Background: an optimization exercise with open tools, aiming at a short achievable clock period and few clock cycles. Do not read the settings as production practice. The RTL was checked by simulation tests, not by an equivalence proof against the original design. Power figures rest on the tool's default switching activity, not on a simulated workload.

File: design/flow/design.v
`default_nettype none
package dfs_pkg;
    localparam int MAX_NODES = 32;
    typedef enum logic [2:0] {
        OP_ADD  = 3'd0,
        OP_REM  = 3'd1,
        OP_TEST = 3'd2,
        OP_FULL = 3'd3,
        OP_DEP  = 3'd4
    } op_t;
    typedef enum logic [2:0] {
        K_DONE  = 3'd0,
        K_EDGE  = 3'd1,
        K_NODE  = 3'd2,
        K_CYCLE = 3'd3,
        K_ERROR = 3'd4
    } kind_t;
endpackage
`default_nettype wire
`default_nettype none
module dfs_scan #(
    parameter int N = 32
) (
    input  wire logic [N-1:0] row,
    output logic [N-1:0]      first,   
    output logic [N-1:0]      rest,    
    output logic              any
);
    localparam int LG = $clog2(N);
    logic [N-1:0] pre [LG+1];
    logic [N-1:0] below;
    always_comb
    begin
        pre[0] = row;
        for (int s = 0; s < LG; s++)
        begin
            for (int i = 0; i < N; i++)
            begin
                if (i >= (1 << s))
                    pre[s+1][i] = pre[s][i] | pre[s][i - (1 << s)];
                else
                    pre[s+1][i] = pre[s][i];
            end
        end
        below = {pre[LG][N-2:0], 1'b0};
        first = row & ~below;
        rest  = row & below;
        any   = pre[LG][N-1];
    end
endmodule
`default_nettype wire
`default_nettype none
module dfs_topological_sort_engine_core (
    input  wire logic       clk,
    input  wire logic       rst_n,
    input  wire logic       start,
    output logic            busy,
    input  wire logic [2:0] op,
    input  wire logic [4:0] from_node,
    input  wire logic [4:0] to_node,
    input  wire logic       cfg_we,
    input  wire logic [5:0] cfg_wdata,
    output logic            out_valid,
    output logic [2:0]      kind,
    output logic [4:0]      node,
    output logic            edge_present,
    output logic            last
);
    localparam int N  = dfs_pkg::MAX_NODES;
    localparam int IW = $clog2(N);
    localparam int SD = N + 1;               
    localparam int MD = 16;                  
    localparam int MW = $clog2(MD);
    localparam int OD = 32;                  
    localparam int OW = $clog2(OD);
    localparam logic [2:0] K_DONE  = 3'd0;
    localparam logic [2:0] K_EDGE  = 3'd1;
    localparam logic [2:0] K_NODE  = 3'd2;
    localparam logic [2:0] K_CYCLE = 3'd3;
    localparam logic [2:0] K_ERROR = 3'd4;
    localparam logic [2:0] K_MARK  = 3'd7;   
    function automatic logic [IW-1:0] enc(input logic [N-1:0] oh);
        logic [IW-1:0] r;
        r = '0;
        for (int i = 0; i < N; i++)
            if (oh[i])
                r = r | IW'(i);
        enc = r;
    endfunction
    function automatic logic [N-1:0] dec(input logic [IW-1:0] b);
        dec = N'(1) << b;
    endfunction
    function automatic logic [N-1:0] above(input logic [IW-1:0] b);
        logic [N-1:0] r;
        for (int i = 0; i < N; i++)
            r[i] = (i > int'(b));
        above = r;
    endfunction
    logic [N-1:0] ltn;
    logic [5:0]   cfg_clamped;
    always_comb
    begin
        if (cfg_wdata == 6'd0)
            cfg_clamped = 6'd1;
        else if (int'(cfg_wdata) > N)
            cfg_clamped = 6'(N);
        else
            cfg_clamped = cfg_wdata;
    end
    always_ff @(posedge clk or negedge rst_n)
    begin
        if (!rst_n)
            ltn <= '1;
        else if (cfg_we)
            for (int i = 0; i < N; i++)
                ltn[i] <= (i < int'(cfg_clamped));
    end
    logic [N-1:0] adj [N];
    logic          c_valid;
    logic [2:0]    c_op;
    logic [IW-1:0] c_from, c_to;
    logic          take, fire;
    logic          from_ok, to_ok, c_full, c_dep, c_mod;
    logic [3:0]    mf [MD];                  
    logic [MW:0]   mf_wr, mf_rd;
    logic [5:0]    ob [OD];                  
    logic [OW:0]   ob_wr, ob_rd, ob_base, ob_lim;
    logic          eng_run, closing, spec, vpend;
    logic          cl_cyc;
    logic          owned_run, abort, adopt, own_start, spec_go, start_walk;
    logic          cl_wr, eng_free;
    logic          w_isfull;
    logic [IW-1:0] w_root;
    logic [OW:0]   base_new;
    logic          w_full, bogus;
    logic          peel_stuck_r;
    logic          fresh;                    
    logic [IW-1:0] lastc;                    
    logic [IW-1:0] lv_b  [SD];               
    logic [N-1:0]  lv_oh [3];                
    logic [SD-1:0] lvv;
    logic [N-1:0]  avail, gray, peel_r, gray_chk;    
    logic          kid_pushed;
    assign take      = start && !busy;
    assign from_ok   = ltn[c_from];
    assign to_ok     = ltn[c_to];
    assign c_full    = (c_op == dfs_pkg::OP_FULL);
    assign c_dep     = (c_op == dfs_pkg::OP_DEP) && from_ok;
    assign c_mod     = (c_op == dfs_pkg::OP_ADD || c_op == dfs_pkg::OP_REM) && from_ok && to_ok;
    assign owned_run = eng_run && !spec;
    assign cl_wr     = closing && (ob_wr - ob_rd <= (OW+1)'(OD - 1));
    assign eng_free  = !eng_run && (!closing || cl_wr);
    assign fire      = c_valid && (mf_wr - mf_rd <= (MW+1)'(MD - 1))
                       && ((c_full || c_dep) ? (spec || eng_free) : c_mod ? !owned_run : 1'b1);
    assign busy      = c_valid && !fire;
    assign abort      = spec && ((fire && (c_dep || c_mod)) || cfg_we);
    assign adopt      = fire && c_full && spec;
    assign own_start  = fire && ((c_full && !spec) || c_dep);
    assign spec_go    = !eng_run && !closing && !spec && !cfg_we
                        && !(fire && (c_full || c_dep || c_mod));
    assign start_walk = own_start || spec_go;
    assign w_isfull   = !(own_start && c_dep);
    assign w_root     = (own_start && c_dep) ? c_from : '0;
    assign base_new   = abort ? ob_base : (cl_wr ? ob_wr + (OW+1)'(1) : ob_wr);
    always_ff @(posedge clk or negedge rst_n)
    begin
        if (!rst_n)
            c_valid <= 1'b0;
        else
            c_valid <= take || (c_valid && !fire);
    end
    always_ff @(posedge clk)
    begin
        if (take)
        begin
            c_op   <= op;
            c_from <= from_node;
            c_to   <= to_node;
        end
    end
    always_ff @(posedge clk or negedge rst_n)
    begin
        if (!rst_n)
        begin
            for (int i = 0; i < N; i++)
                adj[i] <= '0;
        end
        else if (fire && c_mod)
        begin
            if (c_op == dfs_pkg::OP_ADD)
                adj[c_from][c_to] <= 1'b1;
            else
                adj[c_from][c_to] <= 1'b0;
        end
    end
    logic [3:0] ex_beat;
    always_comb
    begin
        if (c_op == dfs_pkg::OP_FULL || c_dep)
            ex_beat = {K_MARK, 1'b0};
        else if (c_op > dfs_pkg::OP_DEP || !from_ok || !to_ok)
            ex_beat = {K_ERROR, 1'b0};
        else if (c_op == dfs_pkg::OP_TEST)
            ex_beat = {K_EDGE, adj[c_from][c_to]};
        else
            ex_beat = {K_DONE, 1'b0};
    end
    always_ff @(posedge clk)
    begin
        if (fire)
            mf[mf_wr[MW-1:0]] <= ex_beat;
    end
    logic          step, walk_run;
    logic [N-1:0]  row0, row1, row2;
    logic [N-1:0]  oh0, oh1, oh2, ohr;
    logic [N-1:0]  rest0, rest1, rest2, rest_r;
    logic          has0, has1, has2, hasr;
    logic [N-1:0]  white;
    logic          d1, d2;
    logic          pop0, pop1, push0, push1, push2, pushr, any_push, kid_push;
    logic          done_now, emit0, emit1;
    logic [N-1:0]  sel, blacken;
    logic [IW-1:0] sel_b;
    logic [OW:0]   wr1, wr2, nwr;
    logic [1:0]    shift;        
    assign walk_run = eng_run;
    assign step     = eng_run && (ob_wr - ob_rd <= (OW+1)'(OD - 2));
    assign wr1   = ob_wr + (OW+1)'(1);
    assign wr2   = ob_wr + (OW+1)'(2);
    assign white = avail & ~gray;
    assign d1    = lvv[1];
    assign d2    = lvv[2];
    assign bogus = kid_pushed && |(lv_oh[0] & gray_chk);
    always_comb
    begin
        row0 = '0;
        row1 = '0;
        row2 = '0;
        for (int i = 0; i < N; i++)
        begin
            if (lv_oh[0][i])
                row0 = row0 | adj[i];
            if (lv_oh[1][i])
                row1 = row1 | adj[i];
            if (lv_oh[2][i])
                row2 = row2 | adj[i];
        end
        row0 = row0 & avail & (fresh ? '1 : above(lastc));
        row1 = row1 & avail & above(lv_b[0]);
        row2 = row2 & avail & above(lv_b[1]) & ~lv_oh[0];
    end
    dfs_scan #(.N(N)) u_s0 (.row(row0),  .first(oh0), .rest(rest0),  .any(has0));
    dfs_scan #(.N(N)) u_s1 (.row(row1),  .first(oh1), .rest(rest1),  .any(has1));
    dfs_scan #(.N(N)) u_s2 (.row(row2),  .first(oh2), .rest(rest2),  .any(has2));
    dfs_scan #(.N(N)) u_sr (.row(white), .first(ohr), .rest(rest_r), .any(hasr));
    always_comb
    begin
        pop0  = !bogus && !has0;
        pop1  = pop0 && d1 && !has1;
        push0 = !bogus && has0;
        push1 = pop0 && d1 && has1;
        push2 = pop1 && d2 && has2;
        pushr = w_full && hasr && ((pop0 && !d1) || (pop1 && !d2));
        kid_push = push0 || push1 || push2;
        any_push = kid_push || pushr;
        emit0 = pop0;
        emit1 = pop1;
        if (w_full)
            done_now = !hasr && ((pop0 && !d1) || (pop1 && !d2));
        else
            done_now = (pop0 && !d1) || (pop1 && !d2) || (bogus && !lvv[2]);
        if (push0)
        begin
            sel   = oh0;
            sel_b = enc(oh0);
        end
        else if (push1)
        begin
            sel   = oh1;
            sel_b = enc(oh1);
        end
        else if (push2)
        begin
            sel   = oh2;
            sel_b = enc(oh2);
        end
        else
        begin
            sel   = ohr;
            sel_b = enc(ohr);
        end
        nwr = emit0 ? (emit1 ? wr2 : wr1) : ob_wr;
        if (push0)
            shift = 2'd0;
        else if (push1)
            shift = 2'd1;
        else if (push2)
            shift = 2'd2;
        else
            shift = 2'd3;
    end
    logic [N-1:0] peel_next;
    logic         peel_acyc, peel_stuck;
    logic         has_succ;
    always_comb
    begin
        has_succ = 1'b0;
        for (int i = 0; i < N; i++)
        begin
            has_succ = |(adj[i] & peel_r);
            peel_next[i] = peel_r[i] && has_succ;
        end
        peel_acyc  = (peel_r == '0);
        peel_stuck = (peel_next == peel_r);
    end
    logic cyc_now;
    assign cyc_now = eng_run && w_full && ((step && bogus) || (vpend && peel_stuck_r));
    assign blacken = (emit0 ? lv_oh[0] : '0) | (emit1 ? lv_oh[1] : '0);
    always_ff @(posedge clk)
    begin
        if (start_walk)
        begin
            lv_b[0]  <= w_root;
            lv_oh[0] <= dec(w_root);
            fresh    <= 1'b1;
        end
        else if (step)
        begin
            if (any_push)
            begin
                lv_b[0]  <= sel_b;
                lv_oh[0] <= sel;
                fresh    <= 1'b1;
            end
            else
            begin
                lv_b[0]  <= lv_b[2];
                lv_oh[0] <= lv_oh[2];
                fresh    <= 1'b0;
                lastc    <= lv_b[1];
            end
            if (push0)
            begin
                lv_b[1]  <= lv_b[0];
                lv_oh[1] <= lv_oh[0];
            end
            else if (push1)
            begin
            end
            else if (push2)
            begin
                lv_b[1]  <= lv_b[2];
                lv_oh[1] <= lv_oh[2];
            end
            else
            begin
                lv_b[1]  <= lv_b[3];
                lv_oh[1] <= dec(lv_b[3]);
            end
            unique case (shift)
                2'd0:    lv_oh[2] <= lv_oh[1];
                2'd1:    lv_oh[2] <= lv_oh[2];
                2'd2:    lv_oh[2] <= dec(lv_b[3]);
                default: lv_oh[2] <= dec(lv_b[4]);
            endcase
            for (int i = 2; i < SD; i++)
            begin
                unique case (shift)
                    2'd0:
                        lv_b[i] <= lv_b[i-1];
                    2'd1:
                    begin
                    end
                    2'd2:
                        if (i + 1 < SD)
                            lv_b[i] <= lv_b[i+1];
                    default:
                        if (i + 2 < SD)
                            lv_b[i] <= lv_b[i+2];
                endcase
            end
        end
    end
    always_ff @(posedge clk)
    begin
        if (start_walk)
        begin
            lvv    <= SD'(1);
            avail  <= ltn;
            gray   <= dec(w_root);
            kid_pushed <= 1'b0;
            w_full <= w_isfull;
            peel_r <= ltn;
        end
        else if (step)
        begin
            if (push0)
                lvv <= {lvv[SD-2:0], 1'b1};
            else if (push1)
                lvv <= lvv;
            else if (push2)
                lvv <= {1'b0, lvv[SD-1:1]};
            else if (pushr)
                lvv <= SD'(1);
            else
                lvv <= {2'b00, lvv[SD-1:2]};
            avail <= avail & ~blacken;
            if (any_push)
                gray <= gray | sel;
            gray_chk   <= gray;
            kid_pushed <= kid_push;
        end
        if (!start_walk && eng_run)
            peel_r <= peel_next;
        peel_stuck_r <= !start_walk && peel_stuck && (peel_r != '0);
    end
    always_ff @(posedge clk)
    begin
        if (step)
        begin
            ob[ob_wr[OW-1:0]]           <= {1'b1, lv_b[0]};
            ob[ob_wr[OW-1:0] + OW'(1)]  <= {1'b1, lv_b[1]};
        end
        else if (cl_wr)
            ob[ob_wr[OW-1:0]] <= {5'd0, cl_cyc};
    end
    always_ff @(posedge clk or negedge rst_n)
    begin
        if (!rst_n)
        begin
            eng_run <= 1'b0;
            closing <= 1'b0;
            spec    <= 1'b0;
            vpend   <= 1'b0;
            ob_wr   <= '0;
            mf_wr   <= '0;
        end
        else
        begin
            if (fire)
                mf_wr <= mf_wr + (MW+1)'(1);
            if (abort)
                ob_wr <= ob_base;
            else if (cl_wr)
                ob_wr <= ob_wr + (OW+1)'(1);
            else if (cyc_now)
                ob_wr <= ob_base;
            else if (step)
                ob_wr <= nwr;
            closing <= closing && !cl_wr;
            if (abort)
            begin
                closing <= 1'b0;
                eng_run <= 1'b0;
                spec    <= 1'b0;
                vpend   <= 1'b0;
            end
            if (adopt)
                spec <= 1'b0;
            if (start_walk)
            begin
                eng_run <= 1'b1;
                spec    <= spec_go;
                vpend   <= w_isfull;
            end
            else if (abort)
            begin
            end
            else if (cyc_now)
            begin
                eng_run <= 1'b0;
                closing <= 1'b1;
                vpend   <= 1'b0;
            end
            else if (step && done_now)
            begin
                eng_run <= 1'b0;
                closing <= 1'b1;
                vpend   <= 1'b0;
            end
            else if (vpend && eng_run && peel_acyc)
                vpend <= 1'b0;
        end
    end
    always_ff @(posedge clk)
    begin
        if (start_walk)
            ob_base <= base_new;
        if (eng_run)
            cl_cyc <= cyc_now;
    end
    logic [3:0] mbeat;
    logic [5:0] obeat;
    logic       m_ne, o_ne, m_mark, emit_m, emit_o;
    assign ob_lim = (vpend || spec) ? ob_base : ob_wr;
    assign mbeat  = mf[mf_rd[MW-1:0]];
    assign obeat  = ob[ob_rd[OW-1:0]];
    assign m_ne   = (mf_rd != mf_wr);
    assign o_ne   = (ob_rd != ob_lim);
    assign m_mark = (mbeat[3:1] == K_MARK);
    assign emit_m = m_ne && !m_mark;
    assign emit_o = m_ne && m_mark && o_ne;
    always_ff @(posedge clk or negedge rst_n)
    begin
        if (!rst_n)
        begin
            mf_rd     <= '0;
            ob_rd     <= '0;
            out_valid <= 1'b0;
        end
        else
        begin
            out_valid <= emit_m || emit_o;
            if (emit_o)
                ob_rd <= ob_rd + (OW+1)'(1);
            if (emit_m || (emit_o && !obeat[5]))
                mf_rd <= mf_rd + (MW+1)'(1);
        end
    end
    always_ff @(posedge clk)
    begin
        if (m_mark)
        begin
            kind         <= obeat[5] ? K_NODE : (obeat[0] ? K_CYCLE : K_DONE);
            node         <= obeat[5] ? obeat[4:0] : 5'd0;
            edge_present <= 1'b0;
            last         <= !obeat[5];
        end
        else
        begin
            kind         <= mbeat[3:1];
            node         <= 5'd0;
            edge_present <= (mbeat[3:1] == K_EDGE) && mbeat[0];
            last         <= 1'b1;
        end
    end
endmodule
`default_nettype wire
File: design/flow/run.sh
#!/bin/bash
# synth_recipe.tcl (not shown) runs the flow's synth.tcl, then flattens the netlist and writes it again
# the make line also repeats each setting of config.mk as NAME=value (left out here)
make -C /OpenROAD-flow-scripts/flow DESIGN_CONFIG=/design/flow/config.mk WORK_HOME=/design/flow/orfs CLKGATE_MAP_FILE= SYNTH_SCRIPT=/design/flow/synth_recipe.tcl finish
File: design/flow/config.mk
export PLATFORM = sky130hd
export DESIGN_NAME = dfs_topological_sort_engine_core
export DESIGN_NICKNAME = dfs_topological_sort_engine_core
export VERILOG_FILES = /design/flow/design.v
export SDC_FILE = /design/flow/constraint.sdc
export NUM_CORES = 8
export LEC_CHECK = 0
export CAP_MARGIN = 20
export CELL_PAD_IN_SITES_DETAIL_PLACEMENT = 1
export CELL_PAD_IN_SITES_GLOBAL_PLACEMENT = 2
export CORE_MARGIN = 2
export CORE_UTILIZATION = 20
export PLACE_DENSITY = 0.35
export SETUP_SLACK_MARGIN = 3
export SLEW_MARGIN = 20
File: design/flow/constraint.sdc
create_clock -name core_clock -period 8.5 [get_ports {clk}]
set_input_delay 1.7000 -clock core_clock [delete_from_list [all_inputs] [get_ports {clk}]]
set_output_delay 1.7000 -clock core_clock [all_outputs]
set_load 0.01 [all_outputs]
==> results.yml <==
layout:
  fin_nets: 12000
  post-route-util: 0.250
  drive_above_1_share: 0.177
  layout.cells.non_filler: 19800
  area_delta_synth_final_pct: 24.6
clocking:
  cts_max_path_buffers: 4
  clkSlewWorstSetupHoldPaths_ps: 60
  cts_buffers: 240
  cts_tree: "built"
  clk-insertion-delay-late_ps: 1060
  cts_max_level: 4
  cts.sink_count: 1801
  clockRootBuffer: "clkbuf_16"
setup_path:
  critical_path_class: "register to register"
  cp_cell_sequence: "buf_12, a22oi_1, nand4_1, nor4_4, nor2_2, nor4_4, nand4_4, o41ai_4, buf_4, nand3_2, buf_4, nand2_8, buf_4, nand2_1, o211ai_1"
  critPathLaunchType: "register"
  cp_slowest_cell: "nor4_4"
  worst_ep_arrival_time_ps: 6700
  cp_max_fo: 34
  endpoint_kind: "register"
  critPathRequiredTime_ps: 9390
  crit_top_cell: "buf_4"
  critical-path-max-stage-delay_ps: 1140
sta:
  tns_ps: 0
  finalClockSkew_ps: 102
  final_critical_path_setup_slack_ps: 2690
  hold_violations: 0
  rsz0062_at_grt: "yes"
  fmax_mhz: 172
  post-route-period-util: 0.684
  period_needed_ps: 5810
  max_slew.worst_pin.slew_ps: 1460
  finalMaxSlewViolations: 0
  slew_headroom: 0.0298
  setup_viol: 0
global_route:
  grt_pass1_vias: 127000
  grt_overflow: 0
  grt_pass1_wl_um: 1620000
  grt_max_degree: 170
  antenna_found_initial: 376
  grt_usage: 0.450
route:
  route.met3.wl_um: 165000
  viasPerCell: 7.25
  route.detailed.drc: 0
  wl_met2_um: 511000
  drt-pass1-iter-count: 11
  wl_met1_um: 528000
  highest_layer: "met5"
  ant_nets: 0
  detail_route.wl_per_cell_um: 66.6
  routed_wl_um: 1320000
  num_vias: 143000
  drt-initial-drc-count: 27200
floorplanning:
  die_w_um: 748
  io_pins: 35
  dieHeight_um: 748
  core_area_um2: 552000
  die_area_um2: 559000
  initial_utilization: 0.201
  placementRows: 273
hold_path:
  hold_class: "register to register"
yosys:
  synth-edff-count: 639
  syn_nets: 11900
  netlist_area_um2: 111000
  ys_ff_latch: 1801
  avgSynthCellArea_um2: 9.36
  async_flop_share: 0.602
  synthCells: 11800
  ys_warn_count: 6
  ys.flop_type: "dfrtp_1"
  synth_seq_area_share: 0.433
  synth.distinct_cells: 104
power:
  leakagePower_uw: 0.0495
  p_int_uw: 23900
  powerDensity_nw_per_um2: 408
  p_seq_frac: 0.240
  p_sw_frac: 0.577
  pwr-share-clk: 0.196
  p_sw_uw: 32500
  p_comb_frac: 0.564
  vdd_drop_max_mv: 0.323
place:
  dp.cells: 18800
  dp_hpwl_um: 942000
  port_buffers: 34
  gp_congestion: 1.11
  dp_slack_ps: 1240
job:
  drv_cap: 0
status:
  status: "no timing/DRC/antenna violations"
[worst max-delay path: cells and delay by family, from the launching register on]
kind,cells,cell delay [ps]
simple gates,8,2800
buf+inv,4,920
flops,1,410
compound gates,3,1150
[synthesized netlist by cell type, types with 70 or more instances]
master | instances | area, µm²
a21oi_1 | 181 | 906
a221oi_1 | 105 | 920
a22o_1 | 237 | 2080
a22oi_1 | 2451 | 18400
buf_1 | 102 | 383
buf_2 | 70 | 350
clkbuf_1 | 1162 | 4360
dfrtp_1 | 1052 | 26300
dfxtp_1 | 78 | 1560
edfxtp_1 | 639 | 19200
inv_1 | 104 | 390
mux4_2 | 104 | 2340
nand2_1 | 876 | 3290
nand3_1 | 166 | 831
nand4_1 | 547 | 3420
nor2_1 | 311 | 1170
nor3_1 | 127 | 636
nor4_1 | 110 | 688
o21ai_0 | 1258 | 6300
o22ai_1 | 90 | 563
o31ai_1 | 1038 | 7790
or4_1 | 70 | 526
[repair_timing]
item	in CTS	in global routing
setup buffers	130	64
cloned	6	3
pin swaps	67	49
resized for setup	179	100
setup endpoints to repair	1622	484
hold buffers	0	0
[worst paths after layout]
| check | depth (start not counted) | slack, ps | to | start |
|---|---|---|---|---|
| setup / recovery | 15 | 2690 | lv_oh[0][3] | lv_oh[1][0] |
| max in group asynchronous | 3 | 5680 | ob_rd[1] | rst_n |
| hold / removal | 1 | 480 | mf_wr[4] | mf_wr[4] |
| setup reg to reg | 15 | 2690 | lv_oh[0][3] | lv_oh[1][0] |
| min in group asynchronous | 1 | 690 | asynchronous set/reset pin | rst_n |
| hold reg to reg | 1 | 480 | mf_wr[4] | mf_wr[4] |
[cells in the final DEF (no fill, tap or decap), types with 54 or more instances in the layout]
| cell type | synthesis | layout |
|---|---|---|
| nor2_1 | 311 | 264 |
| nand4_1 | 547 | 547 |
| mux4_2 | 104 | 104 |
| a221oi_1 | 105 | 101 |
| dfrtp_1 | 1052 | 1039 |
| a22oi_1 | 2451 | 2434 |
| dfxtp_1 | 78 | 78 |
| buf_12 | 0 | 143 |
| edfxtp_1 | 639 | 639 |
| or3_1 | 56 | 54 |
| a21oi_1 | 181 | 175 |
| nor3_1 | 127 | 117 |
| o22ai_1 | 90 | 89 |
| clkbuf_8 | 0 | 54 |
| clkbuf_16 | 0 | 245 |
| nand3_1 | 166 | 142 |
| o31ai_1 | 1038 | 1037 |
| diode_2 | 0 | 320 |
| nand2_1 | 876 | 825 |
| o21ai_0 | 1258 | 1254 |
| inv_1 | 104 | 96 |
| a22o_1 | 237 | 237 |
| buf_4 | 8 | 972 |
[per-stage QoR]
step | cell area (µm²) | total power (µW) | hold slack, ps
after CTS | 136000 | 53500 | 487
after global routing | 137000 | 55500 | 503
after floorplan | 111000 | 23200 | 424
after detailed placement | 126000 | 41300 | 469
final | 138000 | 56300 | 484
after global placement | 125000 | 41100 | 463
[routing by layer]
| layer | global-route usage | up-vias |
|---|---|---|
| met5 | 0.0220 | - |
| met4 | 0.307 | 128 |
| met3 | 0.214 | 4521 |
| met2 | 0.608 | 14400 |
| met1 | 0.559 | 75500 |
| li1 | - | 48600 |
[cell families (layout without fill, tap and decap cells)]
kind of cell,count (synthesis),after routing,share of synthesized area
AOI/OAI and AO/OA,5779,5780,0.366
and+or+nand+nor,2585,2585,0.120
DFF,1801,1801,0.433
buffers and inverters,1454,1780,0.0506
muxes,141,141,0.0246
xor gates and xnor gates,39,39,0.00309
adders and majority gates,26,26,0.00307
other,0,320,0
[final cells by class]
cell class	count	area [µm²]
Inverter	108	419
Fill cell	62200	414000
Clock buffer	336	6950
Sequential cell	1801	47900
Multi-Input combinational cell	8571	59700
Clock inverter	115	1350
Tap cell	7287	9120
Antenna cell	320	801
Timing Repair Buffer	1221	11600
[power groups by stage]
stage	Clock [µW]	Combinational [µW]	Sequential [µW]
floorplan	0	10700	12500
global placement	0	27300	13800
detailed placement	0	27400	13900
CTS	11300	28700	13500
global route	11500	30400	13600
finish	11100	31700	13500
Testbench counts, summed over its fixed seeds: cycles 12,577.

[afterwards: timing with drivers on the ports]
No port has a modelled driver above. Below, the same layout with a new extraction and two added sets of constraints.
Step 1 (the two cells are an assumption about what drives the block):
set clk [get_ports {clk}]
set_driving_cell -lib_cell sky130_fd_sc_hd__clkbuf_16 $clk
set_driving_cell -lib_cell sky130_fd_sc_hd__buf_2 [delete_from_list [all_inputs] $clk]
Step 2, shift: input delay + t, output delay - t, t = (earliest + latest rising clock arrival at the registers) / 2. This alone moves slack from input paths to output paths.
Slacks: no drivers / after step 1 / after step 2; pairs: no drivers / after step 1.
t, ns: 1.164
setup slack, ns: 2.686 / 2.686 / 2.686
worst register clock-pin slew, ns: 0.08 / 0.08
After both steps this run still meets setup and hold. For this run, drivers alone change the setup slack by 0.000 ns; drivers and shift together by 0.000 ns.
